Source: an optimization exercise on an open RTL-to-GDS flow (aim: small area, a short achievable clock period and few clock cycles per item). Production flows keep margins and buffers that such runs may drop. At most, simulation tests tie the RTL to the original design; equivalence was not proved. Function not checked in runs 1 to 3 and 6: the RTL went through the layout flow alone. Power figures rest on the tool's default switching activity, not on a simulated workload.

$ cat flow/flow/run.sh
#!/bin/bash
# Standard layout, except that the port buffers are the small sky130 buffer
# instead of the delay buffer buffer_ports picks by default.
set -uo pipefail
bash standard.sh synth > synth.log 2>&1 || exit 1
export BUFFER_PORTS_ARGS="-buffer_cell sky130_fd_sc_hd__buf_1"
bash standard.sh > layout.log 2>&1
$ cat flow/standard.sh
#!/bin/bash
# synth_recipe.tcl (not shown) runs the flow's synth.tcl, then flattens the netlist and writes it again
# the make line also repeats each setting of config.mk as NAME=value (left out here)
make -C /OpenROAD-flow-scripts/flow DESIGN_CONFIG=/design/flow/config.mk WORK_HOME=/design/flow/orfs CLKGATE_MAP_FILE= SYNTH_SCRIPT=/design/flow/synth_recipe.tcl "${@:-finish}"
$ cat flow/config.mk
export PLATFORM = sky130hd
export DESIGN_NAME = record_batch_validator
export DESIGN_NICKNAME = record_batch_validator
export VERILOG_FILES = /design/flow/design.v
export SDC_FILE = /design/flow/constraint.sdc
export NUM_CORES = 4
export LEC_CHECK = 0
export ABC_CLOCK_PERIOD_IN_PS = 2800
export CAP_MARGIN = 20
export CORE_MARGIN = 2
export CORE_UTILIZATION = 60
export PLACE_DENSITY = 0.75
export SETUP_SLACK_MARGIN = 4.0
export SLEW_MARGIN = 20
$ cat flow/constraint.sdc
create_clock -name core_clock -period 7.0 [get_ports {clk}]
set_input_delay 1.4000 -clock core_clock [delete_from_list [all_inputs] [get_ports {clk}]]
set_output_delay 1.4000 -clock core_clock [all_outputs]
set_load 0.01 [all_outputs]
$ cat flow/design.v
`timescale 1ns / 1ps
`default_nettype none
package rbv_pkg;
  localparam logic [31:0] CRC_POLY  = 32'h82F6_3B78;
  localparam logic [31:0] CRC_INIT  = 32'hFFFF_FFFF;
  localparam logic [2:0] ST_OK      = 3'd0;
  localparam logic [2:0] ST_TRUNC   = 3'd1;
  localparam logic [2:0] ST_NEG_LEN = 3'd2;
  localparam logic [2:0] ST_BAD_LEN = 3'd3;
  localparam logic [2:0] ST_CRC     = 3'd4;
  function automatic logic [31:0] crc32c_byte(input logic [31:0] crc, input logic [7:0] b);
    logic [31:0] c;
    c = crc ^ {24'h0, b};
    for (int k = 0; k < 8; k++) begin
      c = c[0] ? ((c >> 1) ^ CRC_POLY) : (c >> 1);
    end
    crc32c_byte = c;
  endfunction
endpackage
`default_nettype wire
`timescale 1ns / 1ps
`default_nettype none
module record_batch_validator
(
  input  logic               clk,
  input  logic               rst,
  input  logic               in_valid,
  output logic               in_ready,
  input  logic [7:0]         data_byte,
  input  logic               end_of_span,
  input  logic               cfg_write,
  input  logic               cfg_data,
  output logic               out_valid,
  input  logic               out_ready,
  output logic               kind,
  output logic [7:0]         payload_byte,
  output logic [2:0]         status,
  output logic signed [63:0] batch_base,
  output logic [15:0]        attributes,
  output logic signed [63:0] writer_id,
  output logic signed [15:0] writer_epoch,
  output logic signed [31:0] first_seq,
  output logic signed [31:0] rec_count,
  output logic [31:0]        batch_size,
  output logic signed [63:0] final_offset,
  output logic               is_last
);
  logic       rv;          
  logic [7:0] rb;
  logic       re;
  logic       sv;          
  logic [7:0] sb;
  logic       se;
  logic       consume;     
  assign in_ready = !sv;
  always_ff @(posedge clk) begin
    if (rst) begin
      rv <= 1'b0;
      sv <= 1'b0;
    end else if (rv && !consume) begin
      if (in_valid && !sv) sv <= 1'b1;
    end else if (sv) begin
      rv <= 1'b1;
      sv <= 1'b0;
    end else begin
      rv <= in_valid;
    end
  end
  always_ff @(posedge clk) begin
    if (!sv) begin
      sb <= data_byte;
      se <= end_of_span;
    end
    if (!rv || consume) begin
      rb <= sv ? sb : data_byte;
      re <= sv ? se : end_of_span;
    end
  end
  logic [31:0] cnt;        
  logic        pay;        
  logic        vdone;      
  logic        peek_mode;
  logic [63:0] bb_n;
  logic [31:0] tot_n;      
  logic        tcarry;
  logic        neg;        
  logic [31:0] hcrc_n;
  logic [15:0] attr_n;
  logic [63:0] wid_n;
  logic [15:0] ep_n;
  logic [31:0] seq_n;
  logic [31:0] rc_n;
  logic [31:0] crc;
  logic [63:0] fo_n;
  logic        ov;
  logic        okind;
  logic [2:0]  ost;
  logic        ohide;      
  logic        obhide;     
  logic [7:0]  pr;         
  logic        vpend;      
  logic        vchk;       
  logic [2:0]  vst;        
  logic        fbusy;      
  logic [5:0]  cl;         
  logic        hdr;        
  logic        outfree;    
  logic        payfree;    
  logic        p0;
  logic        act;
  logic        crcok;
  logic        is_last_pl;
  logic        at35;
  assign cl       = cnt[5:0];
  assign outfree  = !vpend && (!ov || out_ready);
  assign payfree  = !ov || okind || out_ready;
  assign p0       = !pay && (cl == 6'd1);
  assign consume  = rv && (vdone || outfree || (p0 && !re && payfree));
  assign act      = consume && !vdone;
  assign hdr      = !pay && !vdone;
  assign at35     = !pay && (cl == 6'd36);
  assign crcok    = (crc == hcrc_n);
  assign is_last_pl = (cnt == ~tot_n);
  logic [7:0] tsum;
  logic       tco;
  assign {tco, tsum} = {1'b0, (cl == 6'd12) ? {1'b0, rb[6:0]} : rb}
                     + ((cl == 6'd9) ? 9'd12 : {8'd0, tcarry});
  always_ff @(posedge clk) begin
    if (rst) begin
      cnt   <= 32'd1;
      pay   <= 1'b0;
      vdone <= 1'b0;
    end else if (consume) begin
      if (re) begin
        cnt   <= 32'd1;
        pay   <= 1'b0;
        vdone <= 1'b0;
      end else if (!vdone) begin
        cnt <= cnt + 32'd1;
        if (at35) begin
          pay   <= 1'b1;
          vdone <= neg || (~tot_n < 32'd36) || peek_mode || (~tot_n == 32'd36);
        end else if (pay) begin
          vdone <= is_last_pl;
        end
      end
    end
  end
  always_ff @(posedge clk) begin
    if (act && !pay) begin
      case (cl)
        6'd2:  bb_n[15:0] <= ~{rb, pr};
        6'd3:  bb_n[23:16] <= ~rb;
        6'd4:  bb_n[31:24] <= ~rb;
        6'd5:  bb_n[39:32] <= ~rb;
        6'd6:  bb_n[47:40] <= ~rb;
        6'd7:  bb_n[55:48] <= ~rb;
        6'd8:  bb_n[63:56] <= ~rb;
        6'd9:  begin tot_n[7:0] <= ~tsum; tcarry <= tco; end
        6'd10: begin tot_n[15:8] <= ~tsum; tcarry <= tco; end
        6'd11: begin tot_n[23:16] <= ~tsum; tcarry <= tco; end
        6'd12: begin tot_n[31:24] <= ~tsum; neg <= rb[7]; end
        6'd13: hcrc_n[7:0] <= ~rb;
        6'd14: hcrc_n[15:8] <= ~rb;
        6'd15: hcrc_n[23:16] <= ~rb;
        6'd16: hcrc_n[31:24] <= ~rb;
        6'd17: attr_n[7:0] <= ~rb;
        6'd18: attr_n[15:8] <= ~rb;
        6'd19: wid_n[7:0] <= ~rb;
        6'd20: wid_n[15:8] <= ~rb;
        6'd21: wid_n[23:16] <= ~rb;
        6'd22: wid_n[31:24] <= ~rb;
        6'd23: wid_n[39:32] <= ~rb;
        6'd24: wid_n[47:40] <= ~rb;
        6'd25: wid_n[55:48] <= ~rb;
        6'd26: wid_n[63:56] <= ~rb;
        6'd27: ep_n[7:0] <= ~rb;
        6'd28: ep_n[15:8] <= ~rb;
        6'd29: seq_n[7:0] <= ~rb;
        6'd30: seq_n[15:8] <= ~rb;
        6'd31: seq_n[23:16] <= ~rb;
        6'd32: seq_n[31:24] <= ~rb;
        6'd33: rc_n[7:0] <= ~rb;
        6'd34: rc_n[15:8] <= ~rb;
        6'd35: rc_n[23:16] <= ~rb;
        6'd36: rc_n[31:24] <= ~rb;
        default: ;
      endcase
    end
  end
  always_ff @(posedge clk) begin
    if (act) begin
      if (!pay && cl <= 6'd16) crc <= rbv_pkg::CRC_INIT;
      else                     crc <= rbv_pkg::crc32c_byte(crc, rb);
    end
  end
  logic [2:0] fsq;         
  logic       fcar;        
  logic       fbw;         
  logic       f_shift;
  logic       f_add;
  logic [7:0] f_addend;
  logic [7:0] f_lane0;
  logic [8:0] f_sum;
  logic [7:0] f_dec;
  assign f_shift  = act && !pay && (cl >= 6'd2) && (cl <= 6'd9);
  assign f_add    = (act && !pay && (cl >= 6'd34) && (cl <= 6'd36)) || (fsq != 3'd0);
  assign f_addend = (fsq >= 3'd2) ? {8{!rc_n[31]}} : pr;
  assign f_lane0  = ~fo_n[7:0];
  assign f_sum    = {1'b0, f_lane0} + {1'b0, f_addend} + {8'd0, fcar};
  assign f_dec    = pr - {7'd0, fbw};
  assign fbusy    = (fsq != 3'd0) && (fsq != 3'd5);
  always_ff @(posedge clk) begin
    if (f_shift || f_add) begin
      fo_n <= {f_shift ? ~f_dec : ~f_sum[7:0], fo_n[63:8]};
    end
    if (act && p0) begin
      fbw <= 1'b1;
    end else if (f_shift) begin
      fbw <= fbw && (pr == 8'd0);
    end
    if (act && !pay && cl == 6'd33) begin
      fcar <= 1'b0;
    end else if (f_add) begin
      fcar <= f_sum[8];
    end
  end
  always_ff @(posedge clk) begin
    if (rst) begin
      fsq <= 3'd0;
    end else if (act && at35) begin
      fsq <= 3'd1;
    end else if (fsq == 3'd5) begin
      fsq <= 3'd0;
    end else if (fsq != 3'd0) begin
      fsq <= fsq + 3'd1;
    end
  end
  always_ff @(posedge clk) begin
    if (rst) begin
      peek_mode <= 1'b0;
    end else if (cfg_write) begin
      peek_mode <= cfg_data;
    end
  end
  always_ff @(posedge clk) begin
    if (act) pr <= rb;
  end
  always_ff @(posedge clk) begin
    if (rst) begin
      ov    <= 1'b0;
      vpend <= 1'b0;
    end else begin
      if (act && !pay && cl < 6'd36 && re) begin
        ov    <= 1'b1;
        okind <= 1'b1;
        ost   <= rbv_pkg::ST_TRUNC;
        ohide <= 1'b1;
        obhide <= 1'b1;
      end else if (act && pay) begin
        ov    <= 1'b1;
        okind <= 1'b0;
        ost   <= rbv_pkg::ST_OK;
        ohide <= 1'b1;
        obhide <= 1'b1;
        if (is_last_pl) begin
          vpend <= 1'b1;
          vchk  <= 1'b1;
          vst   <= rbv_pkg::ST_OK;
        end else if (re) begin
          vpend <= 1'b1;
          vchk  <= 1'b0;
          vst   <= rbv_pkg::ST_BAD_LEN;
        end
      end else if (vpend && (!ov || out_ready) && !fbusy) begin
        ov    <= 1'b1;
        okind <= 1'b1;
        ost   <= vchk ? (crcok ? rbv_pkg::ST_OK : rbv_pkg::ST_CRC) : vst;
        ohide <= 1'b0;
        obhide <= !vchk && (vst == rbv_pkg::ST_NEG_LEN);
        vpend <= 1'b0;
      end else if (ov && out_ready) begin
        ov <= 1'b0;
      end
      if (vpend && vchk) begin
        vchk <= 1'b0;
        vst  <= crcok ? rbv_pkg::ST_OK : rbv_pkg::ST_CRC;
      end
      if (act && at35) begin
        if (neg) begin
          vpend <= 1'b1; vchk <= 1'b0; vst <= rbv_pkg::ST_NEG_LEN;
        end else if (~tot_n < 32'd36) begin
          vpend <= 1'b1; vchk <= 1'b0; vst <= rbv_pkg::ST_BAD_LEN;
        end else if (peek_mode) begin
          vpend <= 1'b1; vchk <= 1'b0; vst <= rbv_pkg::ST_OK;
        end else if (~tot_n == 32'd36) begin
          vpend <= 1'b1; vchk <= 1'b1; vst <= rbv_pkg::ST_OK;
        end else if (re) begin
          vpend <= 1'b1; vchk <= 1'b0; vst <= rbv_pkg::ST_BAD_LEN;
        end
      end
    end
  end
  assign out_valid    = ov;
  assign kind         = okind;
  assign is_last      = okind;
  assign status       = ost;
  assign payload_byte = pr & {8{!okind}};
  assign batch_base   = ~(bb_n | {64{ohide}});
  assign attributes   = ~(attr_n | {16{ohide}});
  assign writer_id    = ~(wid_n | {64{ohide}});
  assign writer_epoch = ~(ep_n | {16{ohide}});
  assign first_seq    = ~(seq_n | {32{ohide}});
  assign rec_count    = ~(rc_n | {32{ohide}});
  assign batch_size   = ~(tot_n | {32{obhide}});
  assign final_offset = ~(fo_n | {64{ohide}});
endmodule
`default_nettype wire
==> impl_metrics.yaml, run 1 <==
synth:
  syn_area_sq_um: 19390
  postSynth.asyncResetShare_pct: 0
  syn_inst: 1494
  synth_flop_cell: "edfxtp_1"
  ys_warn_count: 1
  avgSynthCellArea_sq_um: 12.98
  ys_ff_latch: 466
  yosysSeqAreaShare_pct: 69.44
  synth_edf_count: 413
  syn_nets: 1532
  ys_types: 57
placed_design:
  dp_hpwl_microns: 34080
  dp.cells: 2198
  gp_congestion: 0.8840
  io_buffer_count: 349
sta:
  setup_viol: 0
  finalCritPeriodShare_pct: 46.43
  fin_worst_skew_ns: 0.01525
  post-route-min-period_ns: 3.250
  fmax_mhz: 307.7
  rsz0062_at_grt: "true"
  maxSlewHeadroom_pct: 28.30
  drv_slew: 0
  tightest_slew_ns: 1.073
  tns_ns: 0
  final_hold_viol_count: 0
flow_run:
  cap_violations: 0
floorplanning:
  die_h_microns: 183.8
  core_sq_um: 31720
  initial_core_util_pct: 61.13
  rows: 65
  die_w_microns: 183.8
  die_area_sq_um: 33770
  io_pins: 350
pwr:
  combPwrFrac_pct: 11.5
  power_switching_mw: 1.570
  seqPwrFrac_pct: 52.2
  power_frac_clock_pct: 36.3
  p_sw_share_pct: 24.63
  pwr_density_cell_nw_per_um2: 261.2
  vdd_drop_max_mv: 0.2291
  leakage_nw: 9.090
  power.internal_mw: 4.805
route:
  drt_first_pass_iters: 5
  vias: 13750
  drt_first_iter_violations: 1440
  wirelength_microns: 55400
  wire_per_inst_microns: 23.85
  drc: 0
  ant_nets: 0
  vias_per_cell: 5.920
clock_tree:
  clk_pin_slew_ns: 0.06
  clk_latency_ns: 0.55
  numCtsBuffers: 46
  clk_root_buffer_cell: "clkbuf_16"
  cts_buffer_depth: 3
  cts.htree.levels: 2
  cts_tree: "yes"
  clock_sinks: 466
global_routing:
  grt_max_degree: 63
  grt.total_usage_pct: 32.12
  first_global_vias: 13120
  grt_pass1_wl_microns: 80500
  grt_antenna_before_repair: 0
  grt-ovfl-total: 0
finish:
  diodes: 0
  layout_common_cells: "edfxtp_1, nor2_1, buf_2"
  layout_commonest_cell: "edfxtp_1"
  final_cells: 2323
  fin_nets: 1924
  drive_gt1_share_pct: 31.08
  syn_to_final_growth_pct: 25.87
setup_path:
  cp.required_ns: 5.60
  critPathKind: "register to output port"
  slowest_stage: "edfxtp_1"
  crit_top_cell: "buf_4"
  end_kind: "output port"
  worstPathMaxFanout: 22
  crit_path_cell_trace: "buf_4, buf_4, bufbuf_16, nor2_2, buf_2"
  cpPeakStageDelay_ns: 0.44
  start_kind: "register"
  critPathBufInv: 4
  crit_arrival_ns: 1.85
  cp_top_family: "buffers and inverters"
status:
  outcome: "complete, no violations"
hold_path:
  hp-class: "register to register"
per-layer routing:
layer / GRT usage [%] / vias to the layer above / part of all wire (%)
li1: - / 5974 / -
met1: 42.57 / 6729 / 38
met2: 53.55 / 893 / 49
met3: 6.280 / 155 / 9.5
met4: 11.17 / 0 / 3.8
met5: 0 / - / 0
stage by stage:
stage	util [%]	instance area, sq um	total power [mW]	hold slack [ns]	setup slack (ns)
6_report	76.94	24400	6.375	0.4499	3.750
5_1_grt	76.94	24400	6.564	0.4542	3.694
4_1_cts	75.73	24020	6.314	0.4483	3.773
3_5_place_dp	66.94	21230	3.985	0.4349	2.346
3_3_place_gp	66.89	21220	3.962	0.4306	2.470
2_1_floorplan	-	19540	3.769	0.4275	3.670
power by group through the flow:
| stage | registers, mW | clock network [mW] | logic, mW |
|---|---|---|---|
| 6_report | 3.33 | 2.32 | 0.732 |
| 5_1_grt | 3.34 | 2.44 | 0.787 |
| 2_1_floorplan | 3.33 | 0 | 0.439 |
| 3_3_place_gp | 3.37 | 0 | 0.597 |
| 4_1_cts | 3.32 | 2.31 | 0.687 |
| 3_5_place_dp | 3.37 | 0 | 0.613 |
synthesized netlist by cell type, types with 4 or more instances:
| cell type | n | area (sq um) |
|---|---|---|
| xnor2_1 | 133 | 1165 |
| a211oi_1 | 4 | 30.03 |
| nand3_1 | 19 | 95.09 |
| nor2_1 | 391 | 1468 |
| o21ai_0 | 20 | 100.1 |
| o31a_1 | 8 | 70.07 |
| clkbuf_1 | 55 | 206.5 |
| xnor2_2 | 9 | 146.4 |
| nor2b_1 | 12 | 75.07 |
| nand2_1 | 82 | 307.8 |
| edfxtp_1 | 413 | 12400 |
| a21o_1 | 4 | 30.03 |
| mux2_2 | 10 | 112.6 |
| ha_1 | 21 | 262.8 |
| a21oi_1 | 11 | 55.05 |
| nor3_1 | 18 | 90.09 |
| and2_1 | 7 | 43.79 |
| and3_1 | 29 | 181.4 |
| nor4_1 | 16 | 100.1 |
| dfxtp_1 | 53 | 1061 |
| xor2_1 | 43 | 376.6 |
| inv_1 | 46 | 172.7 |
| nand4_1 | 23 | 143.9 |
| nand2b_1 | 6 | 37.54 |
final timing paths:
| check | start | to | slack (ns) | depth (start not counted) |
|---|---|---|---|---|
| min reg2reg | fo_n[44]$_DFFE_PP_ | fo_n[36]$_DFFE_PP_ | 0.45 | 0 |
| min | fo_n[44]$_DFFE_PP_ | fo_n[36]$_DFFE_PP_ | 0.45 | 0 |
| max reg2reg | cnt[1]$_SDFFE_PP0P_ | attr_n[12]$_DFFE_PP_ | 4.13 | 9 |
| max | ohide$_SDFFCE_PP1P_ | final_offset[53] | 3.75 | 5 |
area by class of cell:
type,count,area (sq um)
multi-input combinational,923,6311
fill,1853,7313
sequential,466,13470
tap,402,503.0
clock inverter,23,161.4
clock buffer,60,1225
timing repair buffer,401,2524
inverter,47,202.7
timing repair inverter,1,8.758
worst reg2reg max path: cells and delay by family (launching register included):
family          cells  cell delay [ns]
simple gates        4             1.06
compound gates      2             0.45
flops               1             0.40
fa+ha+maj           1             0.16
buf+inv             2             0.46
state kept, by name (all words and copies together) (netlist names), 3 cells and up:
| name | flops |
|---|---|
| rb | 8 |
| fsq | 3 |
| fo_n | 64 |
| cnt | 32 |
| ep_n | 16 |
| seq_n | 32 |
| crc | 32 |
| wid_n | 64 |
| tot_n | 32 |
| ost | 3 |
| pr | 8 |
| vst | 3 |
| bb_n | 64 |
| attr_n | 16 |
| sb | 8 |
| hcrc_n | 32 |
| rc_n | 32 |
what timing repair did:
item                                    CTS  global route
endpoints found under the setup margin  692           484
cloned                                   14             2
buffers inserted                         17             9
pin swaps                                15             4
hold buffers                              0             0
resized for setup                       400           146
kinds of logic after synthesis:
kind of cell	after synthesis	share of synthesized area [%]
and+or+nand+nor	614	13.65
DFF	466	69.44
xor gates and xnor gates	193	9.725
AOI/OAI and AO/OA	79	2.865
adders and majority gates	23	1.562
buffers and inverters	108	2.130
muxes	11	0.6324
==> run 2: changes to the inputs <==
==> flow/config.mk (replaced) <==
export PLATFORM = sky130hd
export DESIGN_NAME = record_batch_validator
export DESIGN_NICKNAME = record_batch_validator
export VERILOG_FILES = /design/flow/design.v
export SDC_FILE = /design/flow/constraint.sdc
export NUM_CORES = 4
export LEC_CHECK = 0
export CAP_MARGIN = 20
export CORE_MARGIN = 2
export CORE_UTILIZATION = 40
export CTS_BUF_LIST = sky130_fd_sc_hd__clkbuf_4 sky130_fd_sc_hd__clkbuf_8
export PLACE_DENSITY = 0.6
export SETUP_SLACK_MARGIN = 4.0
export SLEW_MARGIN = 20
==> run 2 against run 1 <==
  * Still clean on timing, DRC and antenna
  * Combinational power decreased by 3.0%
  * Hold slack got worse by 0.0056 ns
  * Clock skew increased by 0.021 ns
  * Cell count increased by 11%
  * Global-route usage decreased by 9.6 points
  * Synthesized cell count unchanged
  * Setup slack got worse by 0.050 ns
  * Critical path type unchanged
  * Critical endpoint is now first_seq[15]
==> impl_metrics.yaml, run 2 <==
synth:
  syn_inst: 1494
  ys_top_cells_by_area: "edfxtp_1, nor2_1, xnor2_1"
  ys_ff_latch: 466
  yosysSeqAreaShare_pct: 69.44
  avgSynthCellArea_sq_um: 12.98
  synth_flop_cell: "edfxtp_1"
  ys_top_cells_by_count: "edfxtp_1, nor2_1, xnor2_1, nand2_1, clkbuf_1"
  ys_warn_count: 1
  yosys.area.top_type_share_pct: 63.96
  yosysMostFrequentCell: "edfxtp_1"
  synth_top_area_cell: "edfxtp_1"
  ys_types: 57
  syn_area_sq_um: 19390
  postSynth.asyncResetShare_pct: 0
  syn_nets: 1532
  synth_edf_count: 413
global_routing:
  use_met3_pct: 5.470
  grt_pass1_wl_microns: 82310
  first_global_vias: 13000
  grtUsageMet1_pct: 30.46
  grt_max_degree: 73
  grt_busiest_layer: "met2"
  grt.met2_usage_pct: 35.77
  grt.total_usage_pct: 22.55
  grt-ovfl-total: 0
  grt_antenna_before_repair: 1
sta:
  tightest_slew_ns: 0.9132
  finalCritPeriodShare_pct: 47.15
  post-route-min-period_ns: 3.301
  fmax_mhz: 303.0
  final_hold_viol_count: 0
  setup_viol: 0
  drv_slew: 0
  rsz0062_at_grt: "true"
  tns_ns: 0
  maxSlewHeadroom_pct: 39.04
  fin_worst_skew_ns: 0.03600
finish:
  final_core_util_pct: 52.69
  fin_nets: 1948
  layout_commonest_cell: "edfxtp_1"
  final_cells: 2589
  layout_common_cells: "edfxtp_1, nor2_1, buf_2"
  reg_top3: "bb_n (64), fo_n (64), wid_n (64)"
  syn_to_final_growth_pct: 29.76
  diodes: 0
  drive_gt1_share_pct: 35.06
hold_path:
  hp-class: "register to register"
  whs_endpoint: "fo_n[7]$_DFFE_PP_"
  min_from: "fo_n[15]$_DFFE_PP_"
  hold-path-cell-count: 0
clock_tree:
  cts_tree: "yes"
  clk_latency_ns: 0.66
  hold_buffers: 0
  cts.htree.levels: 3
  cts_buffer_depth: 3
  numCtsBuffers: 79
  clk_pin_slew_ns: 0.06
  clk_root_buffer_cell: "clkbuf_8"
  clock_sinks: 466
setup_path:
  start_kind: "register"
  crit_arrival_ns: 1.90
  worst_r2r_path_depth: 6
  cpPeakStageDelay_ns: 0.42
  cp_top_family: "buffers and inverters"
  critPathKind: "register to output port"
  cp.depth: 4
  slowest_stage: "edfxtp_1"
  rrSetupSlack_ns: 4.08
  rr_startpoint: "cnt[4]$_SDFFE_PP0P_"
  end_kind: "output port"
  cp.required_ns: 5.60
  crit_path_cell_trace: "buf_12, bufbuf_16, nor2_2, buf_2"
  reg2reg_to: "ep_n[4]$_DFFE_PP_"
  critPathBufInv: 3
  worstPathMaxFanout: 10
placed_design:
  gp_congestion: 0.8820
  dp_hpwl_microns: 36940
  dp.cells: 2407
  io_buffer_count: 349
route:
  vias: 13610
  wire_per_inst_microns: 23.02
  drt_first_iter_violations: 1130
  ant_nets: 0
  drc: 0
  vias_per_cell: 5.255
  wirelength_microns: 59600
  drt_first_pass_iters: 5
floorplanning:
  core_sq_um: 47750
  die_area_sq_um: 50250
  initial_core_util_pct: 40.61
  io_pins: 350
  die_w_microns: 224.2
  rows: 80
  die_h_microns: 224.2
pwr:
  pwr_density_cell_nw_per_um2: 259.9
  vdd_drop_max_mv: 0.1634
  leakage_nw: 9.140
flow_run:
  cap_violations: 0
status:
  outcome: "complete, no violations"
run 2: worst max-delay path by stage:
stage | startpoint | endpoint | slack, ns
finish | ohide$_SDFFCE_PP1P_ | first_seq[15] | 3.70
global placement | out_ready | fo_n[4]$_DFFE_PP_ | 2.20
global route | ohide$_SDFFCE_PP1P_ | first_seq[11] | 3.63
detailed placement | out_ready | fo_n[4]$_DFFE_PP_ | 2.20
floorplan | out_ready | bb_n[0]$_DFFE_PP_ | 3.67
CTS | ohide$_SDFFCE_PP1P_ | first_seq[11] | 3.67
run 2: power by group:
group | switching, mW | internal (mW)
Sequential | 0.100 | 3.23
Clock | 1.11 | 1.39
Combinational | 0.449 | 0.262
Total | 1.66 | 4.88
run 2: worst register-to-register path: stages, from the launching register on:
cell,delay (ns)
dfxtp_1,0.60
nor4b_4,0.40
o2111a_2,0.33
o21ai_4,0.13
bufinv_16,0.31
and3_2,0.40
and3_1,0.42
run 2: layout make-up:
cell class | instances | area (sq um)
Inverter | 47 | 202.7
Multi-Input combinational cell | 922 | 6500
Fill cell | 4030 | 22590
Tap cell | 615 | 769.5
Timing Repair Buffer | 393 | 2572
Clock buffer | 117 | 1416
Timing Repair inverter | 1 | 8.758
Sequential cell | 466 | 13470
Clock inverter | 28 | 221.5
run 2: layer usage:
metal  part of all wire (%)  up-vias
met5                      0        -
met4                    2.9        0
met3                    7.9      126
met2                     47      658
met1                     42     6768
li1                       -     6054
run 2: repair_timing:
action	4_1_cts	5_1_grt
buffers inserted	16	6
resized for setup	346	257
cloned	11	4
pin swaps	18	2
setup endpoints to repair	770	509
endpoints found under the hold margin	0	0
run 2: kinds of logic after synthesis:
family	Yosys count	share of synthesized area [%]
buffers and inverters	108	2.130
DFF	466	69.44
adders and majority gates	23	1.562
xor gates and xnor gates	193	9.725
muxes	11	0.6324
and+or+nand+nor	614	13.65
AOI/OAI and AO/OA	79	2.865
run 2: metrics by stage:
step           power [mW]  setup slack, ns  hold WS, ns  cell area, sq um
5_1_grt             6.773            3.634       0.4603             25160
6_report            6.537            3.699       0.4442             25160
3_3_place_gp        3.985            2.201       0.4328             21460
3_5_place_dp        3.999            2.203       0.4353             21470
2_1_floorplan       3.769            3.670       0.4275             19540
4_1_cts             6.562            3.673       0.4461             24390
==> run 3: changes to the inputs <==
--- a/flow/design.v
+++ b/flow/design.v
@@ -146,8 +146,10 @@
       end
     end
   end
+  logic hw;
+  assign hw = rv && !vdone && !pay && outfree;
   always_ff @(posedge clk) begin
-    if (act && !pay) begin
+    if (hw) begin
       case (cl)
         6'd2:  bb_n[15:0] <= ~{rb, pr};
         6'd3:  bb_n[23:16] <= ~rb;
@@ -246,23 +248,42 @@
   always_ff @(posedge clk) begin
     if (act) pr <= rb;
   end
+  logic       ov_d;
+  logic       okind_d;
+  logic [2:0] ost_d;
+  always_comb begin
+    ov_d    = ov;
+    okind_d = okind;
+    ost_d   = ost;
+    if (act && !pay && cl < 6'd36 && re) begin
+      ov_d    = 1'b1;
+      okind_d = 1'b1;
+      ost_d   = rbv_pkg::ST_TRUNC;
+    end else if (act && pay) begin
+      ov_d    = 1'b1;
+      okind_d = 1'b0;
+      ost_d   = rbv_pkg::ST_OK;
+    end else if (vpend && (!ov || out_ready) && !fbusy) begin
+      ov_d    = 1'b1;
+      okind_d = 1'b1;
+      ost_d   = vchk ? (crcok ? rbv_pkg::ST_OK : rbv_pkg::ST_CRC) : vst;
+    end else if (ov && out_ready) begin
+      ov_d    = 1'b0;
+    end
+  end
+  always_ff @(posedge clk) begin
+    okind  <= okind_d;
+    ost    <= ost_d;
+    ohide  <= !okind_d || (ost_d == rbv_pkg::ST_TRUNC);
+    obhide <= !okind_d || (ost_d == rbv_pkg::ST_TRUNC) || (ost_d == rbv_pkg::ST_NEG_LEN);
+  end
   always_ff @(posedge clk) begin
     if (rst) begin
       ov    <= 1'b0;
       vpend <= 1'b0;
     end else begin
-      if (act && !pay && cl < 6'd36 && re) begin
-        ov    <= 1'b1;
-        okind <= 1'b1;
-        ost   <= rbv_pkg::ST_TRUNC;
-        ohide <= 1'b1;
-        obhide <= 1'b1;
-      end else if (act && pay) begin
-        ov    <= 1'b1;
-        okind <= 1'b0;
-        ost   <= rbv_pkg::ST_OK;
-        ohide <= 1'b1;
-        obhide <= 1'b1;
+      ov <= ov_d;
+      if (act && pay) begin
         if (is_last_pl) begin
           vpend <= 1'b1;
           vchk  <= 1'b1;
@@ -272,15 +293,8 @@
           vchk  <= 1'b0;
           vst   <= rbv_pkg::ST_BAD_LEN;
         end
-      end else if (vpend && (!ov || out_ready) && !fbusy) begin
-        ov    <= 1'b1;
-        okind <= 1'b1;
-        ost   <= vchk ? (crcok ? rbv_pkg::ST_OK : rbv_pkg::ST_CRC) : vst;
-        ohide <= 1'b0;
-        obhide <= !vchk && (vst == rbv_pkg::ST_NEG_LEN);
+      end else if (!(act && !pay && cl < 6'd36 && re) && vpend && (!ov || out_ready) && !fbusy) begin
         vpend <= 1'b0;
-      end else if (ov && out_ready) begin
-        ov <= 1'b0;
       end
       if (vpend && vchk) begin
         vchk <= 1'b0;
==> flow/config.mk (replaced) <==
export PLATFORM = sky130hd
export DESIGN_NAME = record_batch_validator
export DESIGN_NICKNAME = record_batch_validator
export VERILOG_FILES = /design/flow/design.v
export SDC_FILE = /design/flow/constraint.sdc
export NUM_CORES = 4
export LEC_CHECK = 0
export ABC_CLOCK_PERIOD_IN_PS = 2800
export CAP_MARGIN = 20
export CORE_MARGIN = 2
export CORE_UTILIZATION = 60
export PLACE_DENSITY = 0.75
export SETUP_SLACK_MARGIN = 4.0
export SLEW_MARGIN = 20
==> run 3 against run 2 <==
  * Routed wire length decreased by 6.7%
  * Core utilization increased by 23 points
  * Clock-buffer cell count decreased by 62
  * Maximum frequency increased by 7.5%
  * Die area decreased by 32%
  * Sequential cell count unchanged
  * Area after synthesis increased by 0.93%
  * Sequential power about the same
  * Sequential share of layout area increased by 1.5 points
  * Largest cell class unchanged
  * Setup slack improved by 0.23 ns
==> impl_metrics.yaml, run 3 <==
status:
  outcome: "complete, no violations"
pwr:
  pwr_density_cell_nw_per_um2: 268.2
  vdd_drop_max_mv: 0.2138
  leakage_nw: 8.685
synth:
  synthAdderAreaFrac_pct: 1.547
  ys_warn_count: 1
  syn_inst: 1529
  synth_flop_cell: "edfxtp_1"
  synth-xor-area-share_pct: 9.444
  ys_ff_latch: 466
  yosysSeqAreaShare_pct: 68.49
  synth_compound_area_share_pct: 3.638
  ys_top_cells_by_area: "edfxtp_1, nor2_1, dfxtp_1"
  synth_top_family_by_area: "simple AND/OR/NAND/NOR gates"
  synth_edf_count: 407
  syn_nets: 1567
  postSynth.asyncResetShare_pct: 0
  ys_types: 62
  synth_simple_gate_area_share_pct: 14.04
  ys_top_cells_by_count: "nor2_1, edfxtp_1, xnor2_1, nand2_1, xor2_1"
  synth_top_area_cell: "edfxtp_1"
  avgSynthCellArea_sq_um: 12.80
  syn_area_sq_um: 19570
  yosys.area.top_type_share_pct: 62.46
  synthMuxAreaShare_pct: 0.6266
  yosysMostFrequentCell: "nor2_1"
clock_tree:
  cts_buffer_depth: 3
  clk_root_buffer_cell: "clkbuf_16"
  cts.htree.levels: 2
  clk_pin_slew_ns: 0.06
  numCtsBuffers: 46
  cts_tree: "yes"
  clk_latency_ns: 0.56
  clock_sinks: 466
sta:
  setup_viol: 0
  tightest_slew_ns: 1.036
  finalCritPeriodShare_pct: 43.88
  fmax_mhz: 325.6
  final_hold_viol_count: 0
  post-route-min-period_ns: 3.072
  maxSlewHeadroom_pct: 30.90
  fin_worst_skew_ns: 0.01300
  tns_ns: 0
  drv_slew: 0
  rsz0062_at_grt: "true"
floorplanning:
  die_h_microns: 184.6
  rows: 66
  die_w_microns: 184.6
  initial_core_util_pct: 60.61
  core_sq_um: 32290
  io_pins: 350
  die_area_sq_um: 34080
finish:
  reg_top3: "bb_n (64), fo_n (64), wid_n (64)"
  diodes: 0
  final_cells: 2388
  drive_gt1_share_pct: 24.51
  layout_commonest_cell: "edfxtp_1"
  layout_common_cells: "edfxtp_1, nor2_1, buf_1"
  syn_to_final_growth_pct: 24.55
  stdcell_area_sq_um: 24370
  fin_nets: 1947
placed_design:
  dp.cells: 2269
  place_area_sq_um: 21590
  dp_hpwl_microns: 35450
  gp_congestion: 0.9196
  io_buffer_count: 349
global_routing:
  grt_pass1_wl_microns: 77120
  first_global_vias: 12790
  grt_max_degree: 51
  grt_antenna_before_repair: 0
  grt-ovfl-total: 0
  grt.total_usage_pct: 30.60
setup_path:
  start_kind: "register"
  cp.required_ns: 5.60
  crit_arrival_ns: 1.67
  critPathKind: "register to output port"
  worstPathMaxFanout: 29
  end_kind: "output port"
route:
  drt_first_iter_violations: 1749
  ant_nets: 0
  drt_first_pass_iters: 6
  vias_per_cell: 5.867
  vias: 14010
  wirelength_microns: 55600
  route.met3.wl_microns: 5193
  highest_layer: "met4"
  wire_per_inst_microns: 23.28
  wl_met1_microns: 21120
  drc: 0
  wl_met2_microns: 27170
hold_path:
  hp-class: "register to register"
flow_run:
  cap_violations: 0
-- run 3: cell types whose count changed in the layout (fill, tap and decap cells not counted), moves of 32 or more --
cell / previous run / this run
nor2_1: 229 / 317
clkbuf_8: 86 / 0
buf_1: 80 / 161
clkbuf_16: 4 / 50
buf_2: 147 / 109
nor2_4: 70 / 33
buf_6: 40 / 5
xnor2_1: 132 / 100
-- run 3: worst max-delay path, cell delays in order (launching register included) --
cell	delay [ns]
dfxtp_4	0.40
buf_6	0.17
buf_16	0.17
nor2_1	0.19
clkbuf_2	0.17
-- run 3: report_power, final --
group | switching [mW] | internal [mW]
clock | 1.06 | 1.52
combinational | 0.376 | 0.236
sequential | 0.105 | 3.24
-- run 3: cells by family (layout without fill, tap and decap cells) --
kind of cell / Yosys count / in the layout
DFF: 466 / 466
AOI/OAI and AO/OA: 107 / 107
muxes: 11 / 11
xor gates and xnor gates: 188 / 188
and+or+nand+nor: 628 / 635
buffers and inverters: 106 / 516
adders and majority gates: 23 / 23
-- run 3: stage by stage --
step	power (mW)	hold slack, ns	setup WS [ns]	utilization, %
floorplan	3.757	0.4275	3.779	-
global placement	3.905	0.4326	3.152	66.88
detailed placement	3.928	0.4349	3.069	66.88
CTS	6.498	0.4485	3.878	73.68
global route	6.703	0.4535	3.919	75.49
finish	6.538	0.4444	3.928	75.49
-- run 3: metal layers --
| layer | vias up | global-route usage [%] |
|---|---|---|
| met5 | - | 0 |
| met1 | 6888 | 42.26 |
| li1 | 6105 | - |
| met2 | 880 | 49.68 |
| met4 | 0 | 12.26 |
| met3 | 137 | 4.070 |
-- run 3: repair_timing --
action,CTS,global route
resized for setup,134,210
pin swaps,2,4
hold buffers,0,0
gates cloned,9,9
setup buffers,11,5
setup endpoints to repair,563,351
-- run 3: worst paths after layout --
| path | slack, ns | from | endpoint | cells after the start |
|---|---|---|---|---|
| min | 0.44 | fo_n[57]$_DFFE_PP_ | fo_n[49]$_DFFE_PP_ | 0 |
| min reg2reg | 0.44 | fo_n[57]$_DFFE_PP_ | fo_n[49]$_DFFE_PP_ | 0 |
| max | 3.93 | ohide$_DFF_P_ | writer_id[9] | 4 |
| max reg2reg | 4.08 | cnt[1]$_SDFFE_PP0P_ | cnt[12]$_SDFFE_PP0P_ | 6 |
-- run 3: final cells by class --
type	instances	area (sq um)
sequential	466	13420
fill	1960	7915
multi-input combinational	964	6456
timing repair buffer	388	2192
clock buffer	55	1185
tap	442	553.0
clock inverter	30	394.1
inverter	43	177.7
==> run 4: changes to the inputs <==
--- a/flow/design.v
+++ b/flow/design.v
@@ -205,13 +205,13 @@
   logic [7:0] f_lane0;
   logic [8:0] f_sum;
   logic [7:0] f_dec;
-  assign f_shift  = act && !pay && (cl >= 6'd2) && (cl <= 6'd9);
-  assign f_add    = (act && !pay && (cl >= 6'd34) && (cl <= 6'd36)) || (fsq != 3'd0);
-  assign f_addend = (fsq >= 3'd2) ? {8{!rc_n[31]}} : pr;
+  assign f_shift  = hw && (cl >= 6'd2) && (cl <= 6'd9);
+  assign f_add    = (hw && (cl >= 6'd33) && (cl <= 6'd36)) || (fsq != 3'd0);
+  assign f_addend = (fsq != 3'd0) ? {8{!rc_n[31]}} : rb;
   assign f_lane0  = ~fo_n[7:0];
   assign f_sum    = {1'b0, f_lane0} + {1'b0, f_addend} + {8'd0, fcar};
   assign f_dec    = pr - {7'd0, fbw};
-  assign fbusy    = (fsq != 3'd0) && (fsq != 3'd5);
+  assign fbusy    = (fsq != 3'd0) && (fsq != 3'd4);
   always_ff @(posedge clk) begin
     if (f_shift || f_add) begin
       fo_n <= {f_shift ? ~f_dec : ~f_sum[7:0], fo_n[63:8]};
@@ -221,7 +221,7 @@
     end else if (f_shift) begin
       fbw <= fbw && (pr == 8'd0);
     end
-    if (act && !pay && cl == 6'd33) begin
+    if (hw && cl == 6'd2) begin
       fcar <= 1'b0;
     end else if (f_add) begin
       fcar <= f_sum[8];
@@ -232,7 +232,7 @@
       fsq <= 3'd0;
     end else if (act && at35) begin
       fsq <= 3'd1;
-    end else if (fsq == 3'd5) begin
+    end else if (fsq == 3'd4) begin
       fsq <= 3'd0;
     end else if (fsq != 3'd0) begin
       fsq <= fsq + 3'd1;
==> run 4 against run 3 <==
  * Area after synthesis down 0.24%
  * Setup slack lost 0.39 ns
  * Die area down 0.23%
  * First-iteration DRC count increased by 57%
  * Via count increased by 13%
  * Routed wire length is 32% higher
  * Maximum frequency down 11%
  * Design area grew 8.7%
==> impl_metrics.yaml, run 4 <==
global_routing:
  grt_max_degree: 53
  grt-ovfl-total: 0
  grt_pass1_wl_microns: 79010
  first_global_vias: 13070
  grt_antenna_before_repair: 0
  grt.total_usage_pct: 31.14
flow_run:
  cap_violations: 0
floorplanning:
  rows: 66
  core_sq_um: 32290
  die_h_microns: 184.4
  initial_core_util_pct: 60.46
  die_area_sq_um: 34000
  die_w_microns: 184.4
  io_pins: 350
hold_path:
  hp-class: "register to register"
setup_path:
  slowest_stage: "fa_1"
  crit_path_cell_trace: "inv_1, ha_2, nand2b_4, nand2_2, o21a_1, fa_1, inv_1, fa_1, nor2b_1, o21a_1, o21ai_2, a21boi_0, o21ai_0, a31oi_1"
  worstPathMaxFanout: 8
  end_kind: "register"
  critPathKind: "register to register"
  cp.required_ns: 7.38
  cpPeakStageDelay_ns: 0.42
  crit_arrival_ns: 3.84
  start_kind: "register"
synth:
  postSynth.asyncResetShare_pct: 0
  ys_ff_latch: 466
  syn_inst: 1550
  ys_top_cells_by_count: "edfxtp_1, nor2_1, xnor2_1, nand2_1, dfxtp_1"
  yosys.area.top_type_share_pct: 62.60
  synth_edf_count: 407
  avgSynthCellArea_sq_um: 12.60
  syn_area_sq_um: 19520
  yosysMostFrequentCell: "edfxtp_1"
  ys_types: 68
  yosysSeqAreaShare_pct: 68.65
  ys_top_cells_by_area: "edfxtp_1, nor2_1, dfxtp_1"
  ys_warn_count: 1
  syn_nets: 1587
  synth_flop_cell: "edfxtp_1"
  synth_top_area_cell: "edfxtp_1"
route:
  wire_per_inst_microns: 30.19
  ant_nets: 0
  drc: 0
  drt_first_iter_violations: 2749
  drt_first_pass_iters: 6
  wirelength_microns: 73240
  vias_per_cell: 6.537
  vias: 15860
finish:
  diodes: 0
  stdcell_area_sq_um: 26510
  fill_cells: 1432
  fin_nets: 1984
  final_cells: 2426
  layout_common_cells: "edfxtp_1, nor2_1, nor2_4"
  layout_commonest_cell: "edfxtp_1"
  syn_to_final_growth_pct: 35.77
  final_core_util_pct: 82.09
  drive_gt1_share_pct: 34.07
  reg_top3: "bb_n (64), fo_n (64), wid_n (64)"
clock_tree:
  clock_sinks: 466
  hold_buffers: 0
  clk_latency_ns: 0.57
  numCtsBuffers: 45
  cts_buffer_depth: 3
  clk_root_buffer_cell: "clkbuf_16"
  cts.htree.levels: 2
  clk_pin_slew_ns: 0.07
  cts_tree: "yes"
placed_design:
  io_buffer_count: 349
  dp_slack_ns: 2.788
  place_area_sq_um: 21370
  dp.cells: 2293
  gp_congestion: 0.9012
  dp_hpwl_microns: 35730
sta:
  finalCritPeriodShare_pct: 49.45
  tns_ns: 0
  setup_viol: 0
  maxSlewHeadroom_pct: 32.85
  rsz0062_at_grt: "true"
  fmax_mhz: 288.9
  post-route-min-period_ns: 3.461
  final_hold_viol_count: 0
  finalWorstSetupSlack_ns: 3.539
  fin_worst_skew_ns: 0.02858
  drv_slew: 0
  tightest_slew_ns: 1.007
pwr:
  pwr_density_cell_nw_per_um2: 244.7
  leakage_nw: 9.169
  vdd_drop_max_mv: 0.2249
status:
  outcome: "complete, no violations"
[run 4: cell types whose count changed in the layout (fill, tap and decap cells not counted), moves of 14 or more]
cell,change
buf_1,-65
buf_2,-53
buf_6,+134
clkbuf_2,-21
nor2_1,-139
nor2_4,+135
xnor2_1,+15
xor2_1,-14
[run 4: repair_timing]
action,CTS,global route
pin swaps,3,120
resized for setup,213,734
buffers inserted,12,7
gates cloned,6,24
endpoints found under the setup margin,488,612
[run 4: layout make-up]
cell class                      count  area, sq um  area share, %
Clock buffer                       59         1231          4.645
Clock inverter                     25        210.2         0.7931
Inverter                           50        200.2         0.7553
Multi-Input combinational cell    974         7303          27.55
Sequential cell                   466        13410          50.59
Tap cell                          442        553.0          2.086
Timing Repair Buffer              410         3597          13.57
[run 4: metal layers]
metal	part of all wire, %	global-route usage, %	routed length [microns]
met2	47	52.39	34150
met5	0	0	0
met3	14	4.209	10310
met1	31	41.58	23050
met4	7.8	11.87	5739
[run 4: through the flow]
stage                     hold slack [ns]  power, mW
after floorplan                    0.4275      3.714
after global placement             0.4298      3.857
after detailed placement           0.4332      3.874
after CTS                          0.4473      6.215
after global routing               0.4783      6.590
final                              0.4535      6.486
[run 4: power breakdown]
group	leakage, nW	internal, mW	switching [mW]
Clock	0.713	1.33	1.14
Sequential	4.08	3.21	0.143
Combinational	4.38	0.227	0.438
Total	9.17	4.77	1.72
[run 4: path summary, 6_finish.rpt]
check / slack, ns / to / cells after the start / from
hold reg to reg: 0.45 / fo_n[52]$_DFFE_PP_ / 0 / fo_n[60]$_DFFE_PP_
setup reg to reg: 3.54 / fo_n[62]$_DFFE_PP_ / 14 / fsq[0]$_SDFFE_PP0P_
hold / removal: 0.45 / fo_n[52]$_DFFE_PP_ / 0 / fo_n[60]$_DFFE_PP_
setup / recovery: 3.54 / fo_n[62]$_DFFE_PP_ / 14 / fsq[0]$_SDFFE_PP0P_
[run 4: worst max-delay path, delay by kind of cell (launching register included)]
kind / cells / cell delay, ns
fa+ha+maj: 3 / 0.92
simple gates: 3 / 0.55
flops: 1 / 0.33
buf+inv: 2 / 0.16
compound gates: 6 / 1.32
[run 4: logic make-up (layout without fill, tap and decap cells)]
logic type	Yosys count	after routing	synth area share, %
and+or+nand+nor	635	638	14.19
DFF	466	466	68.65
xor gates and xnor gates	181	181	8.421
muxes	13	13	0.7306
buffers and inverters	113	544	2.282
AOI/OAI and AO/OA	120	120	4.237
adders and majority gates	22	22	1.487
Testbench counts of run 4, summed over its fixed seeds: cycles 30,292, bytes 30,182.
==> run 5: changes to the inputs <==
--- a/flow/config.mk
+++ b/flow/config.mk
@@ -8,7 +8,9 @@
 export ABC_CLOCK_PERIOD_IN_PS = 2800
 export CAP_MARGIN = 20
 export CORE_MARGIN = 2
-export CORE_UTILIZATION = 60
-export PLACE_DENSITY = 0.75
+export CORE_UTILIZATION = 50
+export CTS_CLUSTER_DIAMETER = 80
+export CTS_CLUSTER_SIZE = 22
+export PLACE_DENSITY = 0.7
 export SETUP_SLACK_MARGIN = 4.0
 export SLEW_MARGIN = 20
==> run 5 against run 4 <==
  * Hold slack gained 0.0049 ns
  * Clock-buffer cell count shrank 28
  * Still clean on timing, DRC and antenna
  * Die area up 20%
  * Global-route usage fell by 2.1 points
==> impl_metrics.yaml, run 5 <==
status:
  outcome: "complete, no violations"
sta:
  finalCritPeriodShare_pct: 46.92
  maxSlewHeadroom_pct: 27.85
  drv_slew: 0
  final_hold_viol_count: 0
  rsz0062_at_grt: "true"
  timing.hold.ws_ns: 0.4584
  setup_viol: 0
  tightest_slew_ns: 1.082
  finalWorstSetupSlack_ns: 3.716
  fin_worst_skew_ns: 0.03388
  tns_ns: 0
  post-route-min-period_ns: 3.284
  fmax_mhz: 304.5
finish:
  fill_cells: 2276
  layout_common_cells: "edfxtp_1, nor2_4, buf_6"
  stdcell_area_sq_um: 27070
  multi_input_area_sq_um: 7555
  fin_nets: 1993
  drive_gt1_share_pct: 36.52
  reg_top3: "bb_n (64), fo_n (64), wid_n (64)"
  layout_commonest_cell: "edfxtp_1"
  seq_area_sq_um: 13410
  syn_to_final_growth_pct: 38.67
setup_path:
  cp.depth: 4
  critPathKind: "register to output port"
  critPathBufInv: 3
  rrSetupSlack_ns: 4.06
  worst_r2r_path_depth: 6
  cp.required_ns: 5.60
  cp-endpoint: "final_offset[10]"
  cp_top_family: "buffers and inverters"
  crit_path_cell_trace: "buf_12, bufbuf_16, nor2_1, buf_1"
  reg2reg_to: "crc[6]$_SDFFCE_PP1N_"
  end_kind: "output port"
  rr_startpoint: "rb[2]$_DFFE_PN_"
  cpPeakStageDelay_ns: 0.42
  worstPathMaxFanout: 23
  slowest_stage: "dfxtp_4"
  crit_start: "ohide$_DFF_P_"
  crit_arrival_ns: 1.88
  start_kind: "register"
floorplanning:
  initial_core_util_pct: 50.63
  die_h_microns: 201.6
  die_area_sq_um: 40640
  die_w_microns: 201.6
  core_sq_um: 38560
  io_pins: 350
  rows: 72
synth:
  synth_edf_count: 407
  yosysSeqAreaShare_pct: 68.65
  ys_warn_count: 1
  ys_ff_latch: 466
  ys_types: 68
  avgSynthCellArea_sq_um: 12.60
  synth_top_area_cell: "edfxtp_1"
  ys_top_cells_by_area: "edfxtp_1, nor2_1, dfxtp_1"
  yosys.area.top_type_share_pct: 62.60
  syn_area_sq_um: 19520
  syn_inst: 1550
  synth_flop_cell: "edfxtp_1"
  postSynth.asyncResetShare_pct: 0
  syn_nets: 1587
  ys_top_cells_by_count: "edfxtp_1, nor2_1, xnor2_1, nand2_1, dfxtp_1"
  yosysMostFrequentCell: "edfxtp_1"
clock_tree:
  clock_sinks: 466
  hold_buffers: 0
  clk_root_buffer_cell: "clkbuf_16"
  cts.htree.levels: 1
  clk_latency_ns: 0.60
  clk_pin_slew_ns: 0.09
  cts_buffer_depth: 3
  cts_tree: "yes"
  numCtsBuffers: 27
route:
  drc: 0
  ant_nets: 0
  vias_per_cell: 6.018
  wirelength_microns: 69010
  wire_per_inst_microns: 27.77
  vias: 14960
  drt_first_pass_iters: 7
  drt_first_iter_violations: 1800
global_routing:
  grt_pass1_wl_microns: 89360
  first_global_vias: 13890
  grt-ovfl-total: 0
  grt_antenna_before_repair: 2
  grt_max_degree: 52
  grt.total_usage_pct: 29.09
hold_path:
  min_from: "fo_n[41]$_DFFE_PP_"
  hp-class: "register to register"
pwr:
  leakage_nw: 9.399
  finalPower_mw: 5.637
  vdd_drop_max_mv: 0.2293
  pwr_density_cell_nw_per_um2: 208.2
flow_run:
  cap_violations: 0
placed_design:
  place_area_sq_um: 21460
  gp_congestion: 0.9134
  dp_slack_ns: 2.729
  io_buffer_count: 349
  dp_hpwl_microns: 35880
run 5: kinds of logic (layout without fill, tap and decap cells):
family / Yosys count / count (layout) / share of synthesized area (%)
other: 0 / 1 / 0
buffers and inverters: 113 / 528 / 2.282
AND/OR/NAND/NOR: 635 / 636 / 14.19
AO/OA/AOI/OAI: 120 / 120 / 4.237
flip-flops: 466 / 466 / 68.65
adder cells (fa/ha/maj): 22 / 22 / 1.487
multiplexers: 13 / 13 / 0.7306
XOR/XNOR: 181 / 181 / 8.421
run 5: how the worst min path moves through the flow:
stage	slack (ns)	cells past startpoint	end
2_1_floorplan	0.43	0	fo_n[0]$_DFFE_PP_
3_3_place_gp	0.43	0	fo_n[33]$_DFFE_PP_
3_5_place_dp	0.43	0	fo_n[28]$_DFFE_PP_
4_1_cts	0.46	0	fo_n[19]$_DFFE_PP_
5_1_grt	0.48	0	fo_n[42]$_DFFE_PP_
6_report	0.46	0	fo_n[33]$_DFFE_PP_
run 5: where the power goes:
part           leakage, nW  internal (mW)  switching, mW
Sequential            4.08           3.20          0.120
Combinational         4.94          0.238          0.388
Clock                0.386          0.730          0.957
Total                 9.40           4.17           1.46
run 5: final cells by class:
type / instances / share of cell area (%)
Antenna cell: 1 / 0.009244
Clock buffer: 31 / 2.551
Clock inverter: 8 / 0.3466
Inverter: 50 / 0.7395
Multi-Input combinational cell: 972 / 27.91
Sequential cell: 466 / 49.55
Tap cell: 518 / 2.394
Timing Repair Buffer: 439 / 16.50
run 5: repair_timing:
item	in CTS	in global routing
setup buffers	33	8
pin swaps	119	66
gates resized for setup	545	505
endpoints found under the setup margin	489	505
gates cloned	32	5
run 5: stage by stage:
step | cells | utilization (%)
final | 2485 | 70.21
after floorplan | 1550 | -
after detailed placement | 2367 | 55.66
after global routing | 2485 | 70.21
after CTS | 2471 | 65.41
after global placement | 2367 | 55.66
run 5: metal layers:
layer,vias to the layer above,routed length [microns],GRT usage (%)
met3,236,6819,3.855
li1,6224,-,-
met1,7328,24620,39.00
met5,-,14,0
met4,2,3512,7.799
met2,1165,34040,50.15
==> run 6: changes to the inputs <==
--- a/flow/design.v
+++ b/flow/design.v
@@ -16,6 +16,29 @@
     end
     crc32c_byte = c;
   endfunction
+  function automatic logic [8:0] add8_ks(input logic [7:0] a, input logic [7:0] b, input logic ci);
+    logic [8:0] g;
+    logic [8:0] p;
+    g = {a & b, ci};
+    p = {a ^ b, 1'b0};
+    for (int d = 1; d < 9; d = d * 2) begin
+      for (int i = 8; i >= d; i--) begin
+        g[i] = g[i] | (p[i] & g[i - d]);
+        p[i] = p[i] & p[i - d];
+      end
+    end
+    add8_ks = {g[8], (a ^ b) ^ g[7:0]};
+  endfunction
+  function automatic logic [31:0] inc32_pp(input logic [31:0] x);
+    logic [31:0] c;
+    c = {x[30:0], 1'b1};
+    for (int d = 1; d < 32; d = d * 2) begin
+      for (int i = 31; i >= d + 1; i--) begin
+        c[i] = c[i] & c[i - d];
+      end
+    end
+    inc32_pp = x ^ c;
+  endfunction
 endpackage
 `default_nettype wire
 `timescale 1ns / 1ps
@@ -95,8 +118,7 @@
   logic        ov;
   logic        okind;
   logic [2:0]  ost;
-  logic        ohide;      
-  logic        obhide;     
+  logic        h_bb, h_attr, h_wid, h_ep, h_seq, h_rc, h_fol, h_foh, h_tot;
   logic [7:0]  pr;         
   logic        vpend;      
   logic        vchk;       
@@ -136,7 +158,7 @@
         pay   <= 1'b0;
         vdone <= 1'b0;
       end else if (!vdone) begin
-        cnt <= cnt + 32'd1;
+        cnt <= rbv_pkg::inc32_pp(cnt);
         if (at35) begin
           pay   <= 1'b1;
           vdone <= neg || (~tot_n < 32'd36) || peek_mode || (~tot_n == 32'd36);
@@ -209,7 +231,7 @@
   assign f_add    = (hw && (cl >= 6'd33) && (cl <= 6'd36)) || (fsq != 3'd0);
   assign f_addend = (fsq != 3'd0) ? {8{!rc_n[31]}} : rb;
   assign f_lane0  = ~fo_n[7:0];
-  assign f_sum    = {1'b0, f_lane0} + {1'b0, f_addend} + {8'd0, fcar};
+  assign f_sum    = rbv_pkg::add8_ks(f_lane0, f_addend, fcar);
   assign f_dec    = pr - {7'd0, fbw};
   assign fbusy    = (fsq != 3'd0) && (fsq != 3'd4);
   always_ff @(posedge clk) begin
@@ -251,6 +273,8 @@
   logic       ov_d;
   logic       okind_d;
   logic [2:0] ost_d;
+  logic       ohide_d;
+  assign ohide_d = !okind_d || (ost_d == rbv_pkg::ST_TRUNC);
   always_comb begin
     ov_d    = ov;
     okind_d = okind;
@@ -274,8 +298,15 @@
   always_ff @(posedge clk) begin
     okind  <= okind_d;
     ost    <= ost_d;
-    ohide  <= !okind_d || (ost_d == rbv_pkg::ST_TRUNC);
-    obhide <= !okind_d || (ost_d == rbv_pkg::ST_TRUNC) || (ost_d == rbv_pkg::ST_NEG_LEN);
+    h_bb   <= ohide_d || (hw && cl >= 6'd2  && cl <= 6'd8);
+    h_tot  <= ohide_d || (hw && cl >= 6'd9  && cl <= 6'd12) || (ost_d == rbv_pkg::ST_NEG_LEN);
+    h_attr <= ohide_d || (hw && cl >= 6'd17 && cl <= 6'd18);
+    h_wid  <= ohide_d || (hw && cl >= 6'd19 && cl <= 6'd26);
+    h_ep   <= ohide_d || (hw && cl >= 6'd27 && cl <= 6'd28);
+    h_seq  <= ohide_d || (hw && cl >= 6'd29 && cl <= 6'd32);
+    h_rc   <= ohide_d || (hw && cl >= 6'd33 && cl <= 6'd36);
+    h_fol  <= ohide_d || (hw && cl >= 6'd2  && cl <= 6'd5);
+    h_foh  <= ohide_d || (hw && cl >= 6'd6  && cl <= 6'd9);
   end
   always_ff @(posedge clk) begin
     if (rst) begin
@@ -320,13 +351,13 @@
   assign is_last      = okind;
   assign status       = ost;
   assign payload_byte = pr & {8{!okind}};
-  assign batch_base   = ~(bb_n | {64{ohide}});
-  assign attributes   = ~(attr_n | {16{ohide}});
-  assign writer_id    = ~(wid_n | {64{ohide}});
-  assign writer_epoch = ~(ep_n | {16{ohide}});
-  assign first_seq    = ~(seq_n | {32{ohide}});
-  assign rec_count    = ~(rc_n | {32{ohide}});
-  assign batch_size   = ~(tot_n | {32{obhide}});
-  assign final_offset = ~(fo_n | {64{ohide}});
+  assign batch_base   = ~(bb_n | {64{h_bb}});
+  assign attributes   = ~(attr_n | {16{h_attr}});
+  assign writer_id    = ~(wid_n | {64{h_wid}});
+  assign writer_epoch = ~(ep_n | {16{h_ep}});
+  assign first_seq    = ~(seq_n | {32{h_seq}});
+  assign rec_count    = ~(rc_n | {32{h_rc}});
+  assign batch_size   = ~(tot_n | {32{h_tot}});
+  assign final_offset = ~(fo_n | {{32{h_foh}}, {32{h_fol}}});
 endmodule
 `default_nettype wire
--- a/flow/config.mk
+++ b/flow/config.mk
@@ -8,9 +8,7 @@
 export ABC_CLOCK_PERIOD_IN_PS = 2800
 export CAP_MARGIN = 20
 export CORE_MARGIN = 2
-export CORE_UTILIZATION = 50
-export CTS_CLUSTER_DIAMETER = 80
-export CTS_CLUSTER_SIZE = 22
-export PLACE_DENSITY = 0.7
+export CORE_UTILIZATION = 60
+export PLACE_DENSITY = 0.75
 export SETUP_SLACK_MARGIN = 4.0
 export SLEW_MARGIN = 20
==> run 6 against run 5 <==
  * Routed wire length shrank 29%
  * Via count down 10%
  * Sequential cell count rose by 7
  * Die area down 14%
  * Largest cell class unchanged
  * Synthesized cell count rose by 1.9%
  * Highest routed layer is now met4
  * Still clean
  * Clock power rose by 46%
  * Critical path depth is 1 higher
==> impl_metrics.yaml, run 6 <==
floorplanning:
  die_area_sq_um: 34830
  die_w_microns: 186.6
  rows: 66
  io_pins: 350
  core_sq_um: 32700
  initial_core_util_pct: 61.19
  die_h_microns: 186.6
synth:
  synth_top_area_cell: "edfxtp_1"
  ys_ff_latch: 473
  ys_top_cells_by_area: "edfxtp_1, nor2_1, dfxtp_1"
  yosysSeqAreaShare_pct: 67.68
  yosysMostFrequentCell: "nor2_1"
  syn_area_sq_um: 20010
  ys_top_cells_by_count: "nor2_1, edfxtp_1, xnor2_1, nand2_1, dfxtp_1"
  syn_inst: 1579
  synth_flop_cell: "edfxtp_1"
  yosys.area.top_type_share_pct: 61.08
  postSynth.asyncResetShare_pct: 0
  synth_edf_count: 407
  avgSynthCellArea_sq_um: 12.67
  ys_types: 76
  syn_nets: 1616
  ys_warn_count: 1
pwr:
  p_sw_share_pct: 23.74
  power.internal_mw: 4.904
  combPwrFrac_pct: 10.1
  power_frac_clock_pct: 38.3
  seqPwrFrac_pct: 51.6
  vdd_drop_max_mv: 0.2446
  power_switching_mw: 1.527
  leakage_nw: 7.812
  pwr_density_cell_nw_per_um2: 273.4
setup_path:
  end_kind: "register"
  worstPathMaxFanout: 12
  cpPeakStageDelay_ns: 0.80
  slowest_stage: "nor3_2"
  crit_arrival_ns: 3.24
  crit_top_cell: "nor3_2"
  cp.required_ns: 7.17
  start_kind: "input pin"
  critPathKind: "input pin to register"
  crit_path_cell_trace: "buf_1, nor2b_4, nor3_2, nand2_1, nor3_2"
finish:
  final_core_util_pct: 71.93
  reg_top3: "bb_n (64), fo_n (64), wid_n (64)"
  stdcell_area_sq_um: 23520
  multi_input_area_sq_um: 6165
  drive_gt1_share_pct: 8.638
  fin_nets: 1969
  syn_to_final_growth_pct: 17.56
  fill_cells: 2228
  layout_common_cells: "edfxtp_1, nor2_1, buf_1"
  seq_area_sq_um: 13570
  final_cells: 2410
  layout_commonest_cell: "edfxtp_1"
  diodes: 0
global_routing:
  grt.total_usage_pct: 27.68
  first_global_vias: 12410
  grt_max_degree: 65
  grt-ovfl-total: 0
  grt_antenna_before_repair: 0
  grt_pass1_wl_microns: 74120
sta:
  fin_worst_skew_ns: 0.02190
  finalCritPeriodShare_pct: 43.88
  drv_slew: 0
  fmax_mhz: 325.5
  rsz0062_at_grt: "true"
  setup_viol: 0
  tns_ns: 0
  final_hold_viol_count: 0
  timing.hold.ws_ns: 0.4453
  maxSlewHeadroom_pct: 29.29
  post-route-min-period_ns: 3.072
  tightest_slew_ns: 1.061
route:
  route.met3.wl_microns: 4311
  ant_nets: 0
  wirelength_microns: 49310
  wl_met1_microns: 20800
  highest_layer: "met4"
  drc: 0
  drt_first_pass_iters: 5
  vias_per_cell: 5.580
  wl_met2_microns: 23070
  drt_first_iter_violations: 1135
  wire_per_inst_microns: 20.46
  vias: 13450
clock_tree:
  clock_sinks: 473
  clk_pin_slew_ns: 0.07
  cts.htree.levels: 2
  cts_buffer_depth: 3
  hold_buffers: 0
  clk_latency_ns: 0.56
  clk_root_buffer_cell: "clkbuf_16"
  numCtsBuffers: 46
  cts_tree: "yes"
flow_run:
  cap_violations: 0
placed_design:
  dp.cells: 2317
  dp_hpwl_microns: 33780
  gp_congestion: 0.9383
  place_area_sq_um: 21760
  io_buffer_count: 349
status:
  outcome: "complete, no violations"
hold_path:
  hp-class: "register to register"
[run 6: layout make-up]
cell class	count	share of cell area, %
sequential	473	57.70
inverter	60	0.9734
multi-input combinational	984	26.21
clock buffer	62	5.410
timing repair inverter	2	0.05319
timing repair buffer	365	6.266
tap	442	2.351
clock inverter	22	1.043
[run 6: metrics by stage]
step / worst slack (ns) / total power, mW
after global routing: 3.861 / 6.634
final: 3.928 / 6.430
after detailed placement: 2.515 / 3.977
after floorplan: 3.764 / 3.792
after global placement: 2.625 / 3.955
after CTS: 4.004 / 6.422
[run 6: kinds of logic after synthesis]
logic type      after synthesis  share of synthesized area, %
compound gates              115                         3.952
simple gates                639                         14.28
flops                       473                         67.68
fa+ha+maj                    22                         1.413
buf+inv                     123                         2.489
mux                          14                        0.7629
xor+xnor                    193                         9.424
[run 6: power by group through the flow]
stage	sequential, mW	combinational [mW]	clock, mW
floorplan	3.34	0.456	0
global placement	3.37	0.586	0
detailed placement	3.37	0.602	0
CTS	3.31	0.628	2.48
global route	3.33	0.712	2.60
finish	3.31	0.650	2.47
[run 6: layer usage]
layer | track usage [%] | up-vias
met5 | 0 | -
met4 | 7.479 | 0
met3 | 4.589 | 90
met2 | 44.02 | 693
met1 | 40.04 | 6453
li1 | - | 6212
[run 6: timing repair]
action	4_1_cts	5_1_grt
buffers inserted	4	2
gates resized for setup	22	21
gates cloned	2	1
pin swaps	1	4
endpoints found under the setup margin	553	375
[run 6: path summary, 6_finish.rpt]
kind                             from                 end  slack, ns  depth (start not counted)
setup / recovery            out_ready  bb_n[41]$_DFFE_PP_       3.93                          5
hold / removal     fo_n[14]$_DFFE_PP_   fo_n[6]$_DFFE_PP_       0.45                          0
setup reg to reg  cnt[0]$_SDFFE_PP1P_      vchk$_DFFE_PN_       4.15                          8
hold reg to reg    fo_n[14]$_DFFE_PP_   fo_n[6]$_DFFE_PP_       0.45                          0
[run 6: worst max-delay path: cells and delay by family]
kind,cells,cell delay (ns)
and+or+nand+nor,4,1.60
buffers and inverters,1,0.23

[port drivers added, routing unchanged]
The results above use ideal ports. As a check the final layouts listed here were re-extracted and re-timed, cells and wires unchanged. Step 1 (the two cells are an assumption about what drives the block):
set clk [get_ports {clk}]
set_driving_cell -lib_cell sky130_fd_sc_hd__clkbuf_16 $clk
set_driving_cell -lib_cell sky130_fd_sc_hd__buf_2 [delete_from_list [all_inputs] $clk]
Step 2 also shifts input and output timing later by t, the mid clock arrival at the registers, as if the neighbouring blocks saw the same clock. Three values: no drivers, after step 1, after step 2; two values: the first two.
run | t (ns) | setup WS [ns] | worst setup path after step 2 | cell pins on the clock port's net
run 1 | 0.592 | 3.750 / 3.697 / 3.531 | input to register | 1
run 2 | 0.699 | 3.699 / 3.647 / 3.355 | input to register | 1
run 3 | 0.611 | 3.928 / 3.874 / 3.457 | input to register | 1
run 4 | 0.607 | 3.539 / 3.539 / 3.154 | input to register | 1
run 5 | 0.637 | 3.716 / 3.660 / 3.179 | input to register | 1
run 6 | 0.602 | 3.928 / 3.910 / 3.308 | input to register | 1
After both steps every run listed still meets setup and hold. For run 6, which loses most, drivers alone change the setup slack by -0.018 ns; drivers and shift together by -0.620 ns.
